This is an optimization exercise on Yosys and OpenROAD, whose aim is small area, not a production implementation.
Only simulation tests tie the RTL to the original design; equivalence was not proved.
No activity file was given, so power comes from the tool's default toggle rates.

== red ==
// sliding_window_maximum_core
module sliding_window_maximum_core #(
    parameter int WINDOW_MAX   = swm_pkg::WINDOW_MAX_DEF,
    parameter int SAMPLE_WIDTH = swm_pkg::SAMPLE_WIDTH_DEF,
    parameter int TDATA_W      = ((SAMPLE_WIDTH + 7) / 8) * 8
) (
    input  logic                      i_clk,
    input  logic                      i_rst_n,
    input  logic                      i_s_tvalid,
    output logic                      o_s_tready,
    input  logic [TDATA_W-1:0]        i_s_tdata,    
    input  logic                      i_s_tuser,    
    output logic                      o_m_tvalid,
    input  logic                      i_m_tready,
    output logic [TDATA_W-1:0]        o_m_tdata,    
    input  logic                      i_cfg_we,
    input  logic [swm_pkg::CFG_W-1:0] i_cfg_wdata
);
Size in the first run: about 3500 cells after synthesis, roughly 1100 flip-flops, about 47 I/O pins, ~0.043 mm^2 of cells after synthesis.
clock: 6.0 ns
lec_check: 0
abc_area: 1
cap_margin: 20
core_margin: 2
core_utilization: 65
cts_buf_list: sky130_fd_sc_hd__clkbuf_16
cts_cluster_diameter: 80
cts_cluster_size: 30
gpl_timing_driven: 0
slew_margin: 20
run.sh (not shown) runs the stock make flow with config.mk's settings and CLKGATE_MAP_FILE= SYNTH_SCRIPT=/design/flow/synth_recipe.tcl, a recipe that flattens the netlist after the stock synthesis.
### red -> blue
- ABC_AREA no longer set, was 1
- CTS_BUF_LIST now sky130_fd_sc_hd__clkbuf_4 sky130_fd_sc_hd__clkbuf_8, was sky130_fd_sc_hd__clkbuf_16
- CTS_CLUSTER_SIZE no longer set, was 30
- CTS_CLUSTER_DIAMETER no longer set, was 80
- GPL_TIMING_DRIVEN no longer set, was 0
[summary]
H-tree level count (blue over red): increase, 2. Post-synth net total, blue and red: larger value in red. blue: via-per-instance ratio lower than red. Going from red to blue, final design instance area without fill went up by 6.1%; worst setup margin lost 0.12 ns; met2 routed wirelength moved down; number of standard cells in the final layout excluding fillers lower. blue: PASS, flow complete, no timing, DRC or antenna violations. Run comparison: red slowest stage cell on the critical path dfxtp_1; blue slowest stage cell on the critical path or3_4.
For green, these inputs were changed with respect to blue:
- CTS_BUF_LIST: sky130_fd_sc_hd__clkbuf_4 sky130_fd_sc_hd__clkbuf_8 -> sky130_fd_sc_hd__clkbuf_8
- GPL_TIMING_DRIVEN: unset -> 0
- CTS_CLUSTER_SIZE: unset -> 18
- ABC_AREA: unset -> 1
- CTS_CLUSTER_DIAMETER: unset -> 60
Results
- Changes observed in green relative to blue: area after synthesis has remained practically unchanged, count of non-filler cells in the finished layout has increased, global placement routability congestion has remained practically unchanged, cell count along the critical path has increased.
- Area growth from synthesis to final layout (green over blue): decrease, 7.2 points
- Going from blue to green, buffers plus inverters on the worst setup path grows by 6.
- Diff blue -> green: standard cell area after detailed placement now smaller, static leakage power now sits higher, net count of the mapped netlist now sits higher.
Input-level comparison between orange and green:
- CTS_CLUSTER_DIAMETER changed from 60 to 80
- CTS_CLUSTER_SIZE changed from 18 to 30
- CTS_BUF_LIST changed from sky130_fd_sc_hd__clkbuf_8 to sky130_fd_sc_hd__clkbuf_16
==> flow/flow/run.sh (new file) <==
#!/bin/bash
set -euo pipefail
W=$PWD
rm -rf "$W/scripts_own"
cp -r "$FLOW_HOME/scripts" "$W/scripts_own"
cp "$W/flow/abc_area.script" "$W/scripts_own/abc_area.script"
CTS="-sink_clustering_enable -repair_clock_nets -sink_clustering_size 30 -sink_clustering_max_diameter 80 -buf_list sky130_fd_sc_hd__clkbuf_16 -dont_use_dummy_load"
bash "$W/standard.sh" "SCRIPTS_DIR=$W/scripts_own" "CTS_ARGS=$CTS" finish > "$W/standard.log" 2>&1
==> flow/flow/abc_area.script (new file) <==
strash
dc2
dch -f
amap
topo
stime -c
buffer -c
upsize -c
dnsize -c
==> flow/standard.sh (new file) <==
#!/bin/bash
# synth_recipe.tcl (not shown) runs the flow's synth.tcl, then flattens the netlist and writes it again
# the make line also repeats each setting of config.mk as NAME=value (left out here)
make -C /OpenROAD-flow-scripts/flow DESIGN_CONFIG=/design/flow/config.mk WORK_HOME=/design/flow/orfs CLKGATE_MAP_FILE= SYNTH_SCRIPT=/design/flow/synth_recipe.tcl "${@:-finish}"
removed: flow/run.sh
Findings:
In terms of adder and majority cell fraction of the synthesized area, orange and green differ only marginally.
Changes observed in orange relative to green: placed wire-length estimate after detailed placement fell by about 19%, critical path arrival rose by 2.71 ns, combinational share of power rose by 0.4 points, synthesized instance count fell by about 20%.
orange -> stages 100% | layout checks FAIL | setup timing
Post-synthesis compound-gate area fraction, orange and green: smaller value in green
Where setup slack is concerned, green is better than orange.
#### Input delta (purple over orange)
- swapping 65 for 40 in CORE_UTILIZATION
- clearing ABC_AREA, which used to be 1
- clearing CTS_BUF_LIST, which used to be sky130_fd_sc_hd__clkbuf_16
- clearing CTS_CLUSTER_SIZE, which used to be 30
- clearing GPL_TIMING_DRIVEN, which used to be 0
- clearing CTS_CLUSTER_DIAMETER, which used to be 80
==> flow/run.sh (new file) <==
#!/bin/bash
# synth_recipe.tcl (not shown) runs the flow's synth.tcl, then flattens the netlist and writes it again
# the make line also repeats each setting of config.mk as NAME=value (left out here)
make -C /OpenROAD-flow-scripts/flow DESIGN_CONFIG=/design/flow/config.mk WORK_HOME=/design/flow/orfs CLKGATE_MAP_FILE= SYNTH_SCRIPT=/design/flow/synth_recipe.tcl finish
removed: flow/flow/run.sh
removed: flow/flow/abc_area.script
removed: flow/standard.sh
==> run summary <==
- Of purple and orange, it is purple that has the lower sequential share of layout area.
- Setup slack in purple is larger than in orange.
- Looking at placeable core area, purple sits about 70% above orange.
- orange has a lower data-path buffer share of cell area in the final layout than purple.
- | flip-flop and latch count | purple vs orange | ≈ equal |
- purple finished every stage and its layout cleared the timing, design-rule and antenna checks.
- purple vs. orange: multi-input combinational cell area saw an increase, netlist area before placement saw an increase, reported combinational group power saw a decrease.
- Taking purple as 1.0, orange lands at 0.898 on total power.
- purple — maximum vdd ir drop 0.045 mV lower, orange as reference

========
v7:
The RTL this note starts from:
==> flow/design.v <==
package swm_pkg;
    localparam int WINDOW_MAX_DEF   = 64;
    localparam int SAMPLE_WIDTH_DEF = 16;
    localparam int CFG_W            = 7;
    localparam logic [CFG_W-1:0] WINDOW_RESET = CFG_W'(1);
endpackage
module sliding_window_maximum_core #(
    parameter int WINDOW_MAX   = swm_pkg::WINDOW_MAX_DEF,
    parameter int SAMPLE_WIDTH = swm_pkg::SAMPLE_WIDTH_DEF,
    parameter int TDATA_W      = ((SAMPLE_WIDTH + 7) / 8) * 8
) (
    input  logic                      i_clk,
    input  logic                      i_rst_n,
    input  logic                      i_s_tvalid,
    output logic                      o_s_tready,
    input  logic [TDATA_W-1:0]        i_s_tdata,    
    input  logic                      i_s_tuser,    
    output logic                      o_m_tvalid,
    input  logic                      i_m_tready,
    output logic [TDATA_W-1:0]        o_m_tdata,    
    input  logic                      i_cfg_we,
    input  logic [swm_pkg::CFG_W-1:0] i_cfg_wdata
);
    localparam int AGE_W = $clog2(WINDOW_MAX + 1);
    localparam int NS    = 63;                        
    localparam int GRP   = 4;                         
    localparam int NSEG  = 6;
    function automatic int seg_len(input int g);
        case (g)
            0:       seg_len = 28;
            1:       seg_len = 16;
            2:       seg_len = 8;
            3:       seg_len = 4;
            4:       seg_len = 2;
            default: seg_len = 1;
        endcase
    endfunction
    function automatic int seg_base(input int g);
        seg_base = GRP;
        for (int i = 0; i < g; i++) begin
            seg_base = seg_base + seg_len(i);
        end
    endfunction
    logic [AGE_W-1:0]               r_k;            
    logic [AGE_W-1:0]               cfg_k;
    logic [AGE_W-1:0]               r_fill;
    logic [AGE_W-1:0]               n_fill;
    logic [AGE_W-1:0]               fill_base;
    logic [AGE_W-1:0]               win_k;
    logic                           r_out_valid;
    logic [SAMPLE_WIDTH-1:0]        r_out;
    logic                           accept;
    logic                           advance;
    logic                           emit;
    logic [SAMPLE_WIDTH-1:0]        sample;
    logic [SAMPLE_WIDTH-1:0]        r_s  [NS];      
    logic [SAMPLE_WIDTH-1:0]        n_s  [NS];
    logic [SAMPLE_WIDTH-1:0]        r_m;            
    logic [SAMPLE_WIDTH-1:0]        m_prev;         
    logic                           only_x;         
    logic [SAMPLE_WIDTH-1:0]        chain [NSEG+1];  
    logic [NSEG-1:0]                seg_on;         
    logic [NSEG-1:0]                cfg_seg;
    logic [SAMPLE_WIDTH-1:0]        m01;
    logic [SAMPLE_WIDTH-1:0]        m012;
    logic                           c10;            
    logic                           c20;            
    logic                           c21;            
    logic [SAMPLE_WIDTH-1:0]        m_new;          
    logic [SAMPLE_WIDTH-1:0]        m_old;          
    logic                           has_new;
    logic                           has_old;
    logic                           x_gt_new;
    logic                           x_gt_old;
    logic                           new_gt_old;
    logic [SAMPLE_WIDTH-1:0]        result;
    function automatic logic gt_r(input logic [SAMPLE_WIDTH-1:0] a,
                                  input logic [SAMPLE_WIDTH-1:0] b);
        logic c;
        c = 1'b0;
        for (int i = 0; i < SAMPLE_WIDTH; i++) begin
            if (i == SAMPLE_WIDTH - 1) begin
                c = (!a[i] & b[i]) | (c & (!a[i] | b[i]));
            end else begin
                c = (a[i] & !b[i]) | (c & (a[i] | !b[i]));
            end
        end
        gt_r = c;
    endfunction
    function automatic logic gt_s(input logic [SAMPLE_WIDTH-1:0] a,
                                  input logic [SAMPLE_WIDTH-1:0] b);
        logic [SAMPLE_WIDTH-1:0] ua, ub;
        logic c_lo, c_hi, p_hi;
        ua = {!a[SAMPLE_WIDTH-1], a[SAMPLE_WIDTH-2:0]};
        ub = {!b[SAMPLE_WIDTH-1], b[SAMPLE_WIDTH-2:0]};
        c_lo = 1'b0;
        c_hi = 1'b0;
        p_hi = 1'b1;
        for (int i = 0; i < SAMPLE_WIDTH / 2; i++) begin
            c_lo = (ua[i] & !ub[i]) | (c_lo & (ua[i] | !ub[i]));
        end
        for (int i = SAMPLE_WIDTH / 2; i < SAMPLE_WIDTH; i++) begin
            c_hi = (ua[i] & !ub[i]) | (c_hi & (ua[i] | !ub[i]));
            p_hi = p_hi & (ua[i] | !ub[i]);
        end
        gt_s = c_hi | (p_hi & c_lo);
    endfunction
    assign o_s_tready = !r_out_valid || i_m_tready;
    assign accept     = i_s_tvalid && o_s_tready;
    assign advance    = accept && !i_cfg_we;
    assign sample     = i_s_tdata[SAMPLE_WIDTH-1:0];
    function automatic logic [NSEG-1:0] seg_dec(input logic [AGE_W-1:0] k);
        logic [AGE_W-1:0] span;
        logic [NSEG-1:0]  on;
        on = '0;
        if (k >= AGE_W'(GRP + 1)) begin
            span  = k - AGE_W'(GRP + 1);
            on[0] = (span >= AGE_W'(28));
            if (on[0]) begin
                span = span - AGE_W'(28);
            end
            on[1] = span[4];
            on[2] = span[3];
            on[3] = span[2];
            on[4] = span[1];
            on[5] = span[0];
        end
        seg_dec = on;
    endfunction
    always_comb begin
        if (i_cfg_wdata == '0) begin
            cfg_k = AGE_W'(1);
        end else if (32'(i_cfg_wdata) > 32'(WINDOW_MAX)) begin
            cfg_k = AGE_W'(WINDOW_MAX);
        end else begin
            cfg_k = AGE_W'(i_cfg_wdata);
        end
        cfg_seg = seg_dec(cfg_k);
    end
    assign win_k = r_k;
    always_comb begin
        fill_base = i_s_tuser ? '0 : r_fill;
        n_fill    = (32'(fill_base) < 32'(WINDOW_MAX)) ? fill_base + 1'b1 : fill_base;
        emit      = (n_fill >= win_k);
    end
    always_comb begin
        c10  = gt_s(r_s[1], r_s[0]);
        c20  = gt_s(r_s[2], r_s[0]);
        c21  = gt_s(r_s[2], r_s[1]);
        m01  = c10 ? r_s[1] : r_s[0];
        if (c20 && c21) begin
            m012 = r_s[2];
        end else begin
            m012 = m01;
        end
        case (win_k)
            AGE_W'(3): m_prev = r_s[0];
            AGE_W'(4): m_prev = m01;
            default:   m_prev = m012;
        endcase
        only_x = (win_k <= AGE_W'(2));
        m_new  = r_m;
        has_new = (win_k >= AGE_W'(2));
    end
    always_comb begin
        chain[0] = r_s[GRP-1];
        for (int g = 0; g < NSEG; g++) begin
            chain[g+1] = seg_on[g] ? r_s[seg_base(g) + seg_len(g) - 1] : chain[g];
        end
        n_s[0] = sample;
        for (int p = 1; p < GRP; p++) begin
            n_s[p] = r_s[p-1];
        end
        for (int g = 0; g < NSEG; g++) begin
            n_s[seg_base(g)] = chain[g];
            for (int j = 1; j < seg_len(g); j++) begin
                if ((j - 1) % GRP == 0) begin
                    n_s[seg_base(g) + j] = gt_r(r_m, r_s[seg_base(g) + j - 1]) ?
                                           r_m : r_s[seg_base(g) + j - 1];
                end else begin
                    n_s[seg_base(g) + j] = r_s[seg_base(g) + j - 1];
                end
            end
        end
        m_old   = chain[NSEG];
        has_old = (win_k >= AGE_W'(GRP + 1));
    end
    always_comb begin
        x_gt_new   = !has_new || gt_s(sample, m_new);
        x_gt_old   = !has_old || gt_s(sample, m_old);
        new_gt_old = !has_old || gt_s(m_new, m_old);
        if (x_gt_new && x_gt_old) begin
            result = sample;
        end else if (new_gt_old && !x_gt_new) begin
            result = m_new;
        end else begin
            result = m_old;
        end
    end
    always_ff @(posedge i_clk) begin
        if (accept) begin
            for (int p = 0; p < NS; p++) begin
                r_s[p] <= n_s[p];
            end
            r_m <= (only_x || gt_s(sample, m_prev)) ? sample : m_prev;
        end
    end
    always_ff @(posedge i_clk) begin
        if (!i_rst_n) begin
            r_k         <= AGE_W'(swm_pkg::WINDOW_RESET);
            seg_on      <= seg_dec(AGE_W'(swm_pkg::WINDOW_RESET));
            r_fill      <= '0;
            r_out_valid <= 1'b0;
        end else begin
            if (i_cfg_we) begin
                r_k      <= cfg_k;
                seg_on   <= cfg_seg;
                r_fill   <= '0;
            end else if (accept) begin
                r_fill <= n_fill;
            end
            if (advance && emit) begin
                r_out_valid <= 1'b1;
            end else if (i_m_tready) begin
                r_out_valid <= 1'b0;
            end
        end
    end
    always_ff @(posedge i_clk) begin
        if (advance && emit) begin
            r_out <= result;
        end
    end
    assign o_m_tvalid = r_out_valid;
    assign o_m_tdata  = TDATA_W'(r_out);
endmodule
export LEC_CHECK = 0
export ABC_AREA = 1
export CAP_MARGIN = 20
export CORE_MARGIN = 2
export CORE_UTILIZATION = 75
export CTS_BUF_LIST = sky130_fd_sc_hd__clkbuf_16
export CTS_CLUSTER_DIAMETER = 80
export CTS_CLUSTER_SIZE = 30
export GPL_TIMING_DRIVEN = 0
export SETUP_SLACK_MARGIN = 0.1
export SLEW_MARGIN = 20
create_clock -name core_clock -period 6.0 [get_ports {i_clk}]
standard.sh (not shown) runs the stock make flow with config.mk's settings and CLKGATE_MAP_FILE= SYNTH_SCRIPT=/design/flow/synth_recipe.tcl, a recipe that flattens the netlist after the stock synthesis.
==> flow/flow/run.sh <==
#!/bin/bash
# Own layout flow: the standard flow (standard.sh) with these changes:
#  - clock tree synthesis runs without dummy loads;
#  - the port buffers are the smallest buffer cell.
# Each tool's output goes to the ORFS logs under orfs/logs; make's own output to
# standard.log in this folder.
set -euo pipefail
W=$PWD
rm -rf "$W/scripts_own"
cp -r "$FLOW_HOME/scripts" "$W/scripts_own"
cp "$W/flow/abc_area.script" "$W/scripts_own/abc_area.script"
CTS="-sink_clustering_enable -repair_clock_nets -sink_clustering_size 30 -sink_clustering_max_diameter 80 -buf_list sky130_fd_sc_hd__clkbuf_16 -dont_use_dummy_load"
bash "$W/standard.sh" "SCRIPTS_DIR=$W/scripts_own" "CTS_ARGS=$CTS" \
    "BUFFER_PORTS_ARGS=-buffer_cell sky130_fd_sc_hd__buf_1" finish > "$W/standard.log" 2>&1
==> flow/flow/abc_area.script <==
strash
dc2
dch -f
amap -m -F 20 -A 20
topo
stime -c
upsize -c
dnsize -c
Input changes introduced in v1 (baseline for comparison: v7):
Settings: CORE_UTILIZATION: 75 -> 70.
==> run summary <==
Wire length of v1 falls short of that of v7 by more than 10%.
Relative area of non-clock buffer cells in the final design: higher on v7
Compared with v7, in v1 static leakage went down; sequential portion of the cell area shows an increase of 0.41 points.
Summary: with v7 as the reference, length of routed wiring on met1 in v1 moved down slightly.
[v1 vs v7] met1 routing resource usage after global routing: lower in v1
Comparing v1 and v7, the higher non-clock buffer count is on v7.
Compared with v7, v1 is more frugal on power.
Setup changes, v1 to v27
Settings: CORE_UTILIZATION changed from 70 to 65.
[summary]
Looking only at combinational share of power, and setting everything else aside, the lower value of v1 and v27 goes to v1.
Largest net degree at the start of global routing shrinks slightly when moving from v1 to v27.
Looking at global-route wire length before repair across v1 and v27, the one that comes out lower is v1.
v27 ends up with a design area that is 0.83% higher than in v1.
v27 vs. v1: proportion of cell area occupied by multi-input gates was more or less identical, simple-gate share of the synthesized area was more or less identical.

what the ideal ports hide:
Ports are ideal in the flow. The routed layouts listed here were re-timed in OpenROAD.
Step 1, drivers: a clkbuf_16 drives i_clk and a buf_2 each remaining input, both assumed.
Step 2 adds t to the input delays and takes it off the output delays; t is the mean of the earliest and latest rising clock arrival at the registers after step 1. Input paths then give back, and output paths get back, about the clock's delay inside the block.
Three values: no drivers, after step 1, after step 2; two values: the first two.
run | t, ns | slack for setup (ns) | slew at the worst register clock pin (ns) | cell pins on the clock port's net
red | 0.692 | 0.222 / 0.222 / 0.222 | 0.12 / 0.12 | 1
blue | 0.865 | 0.105 / 0.105 / 0.105 | 0.07 / 0.07 | 1
green | 0.778 | 0.267 / 0.267 / 0.267 | 0.12 / 0.12 | 1
orange | 0.665 | -2.568 / -2.568 / -2.568 | 0.12 / 0.12 | 1
purple | 0.744 | 0.152 / 0.152 / 0.152 | 0.07 / 0.07 | 1
v7 | 0.652 | 0.197 / 0.198 / 0.198 | 0.11 / 0.11 | 1
v1 | 0.651 | 0.308 / 0.308 / 0.308 | 0.11 / 0.11 | 1
v27 | 0.650 | 0.212 / 0.212 / 0.212 | 0.11 / 0.11 | 1
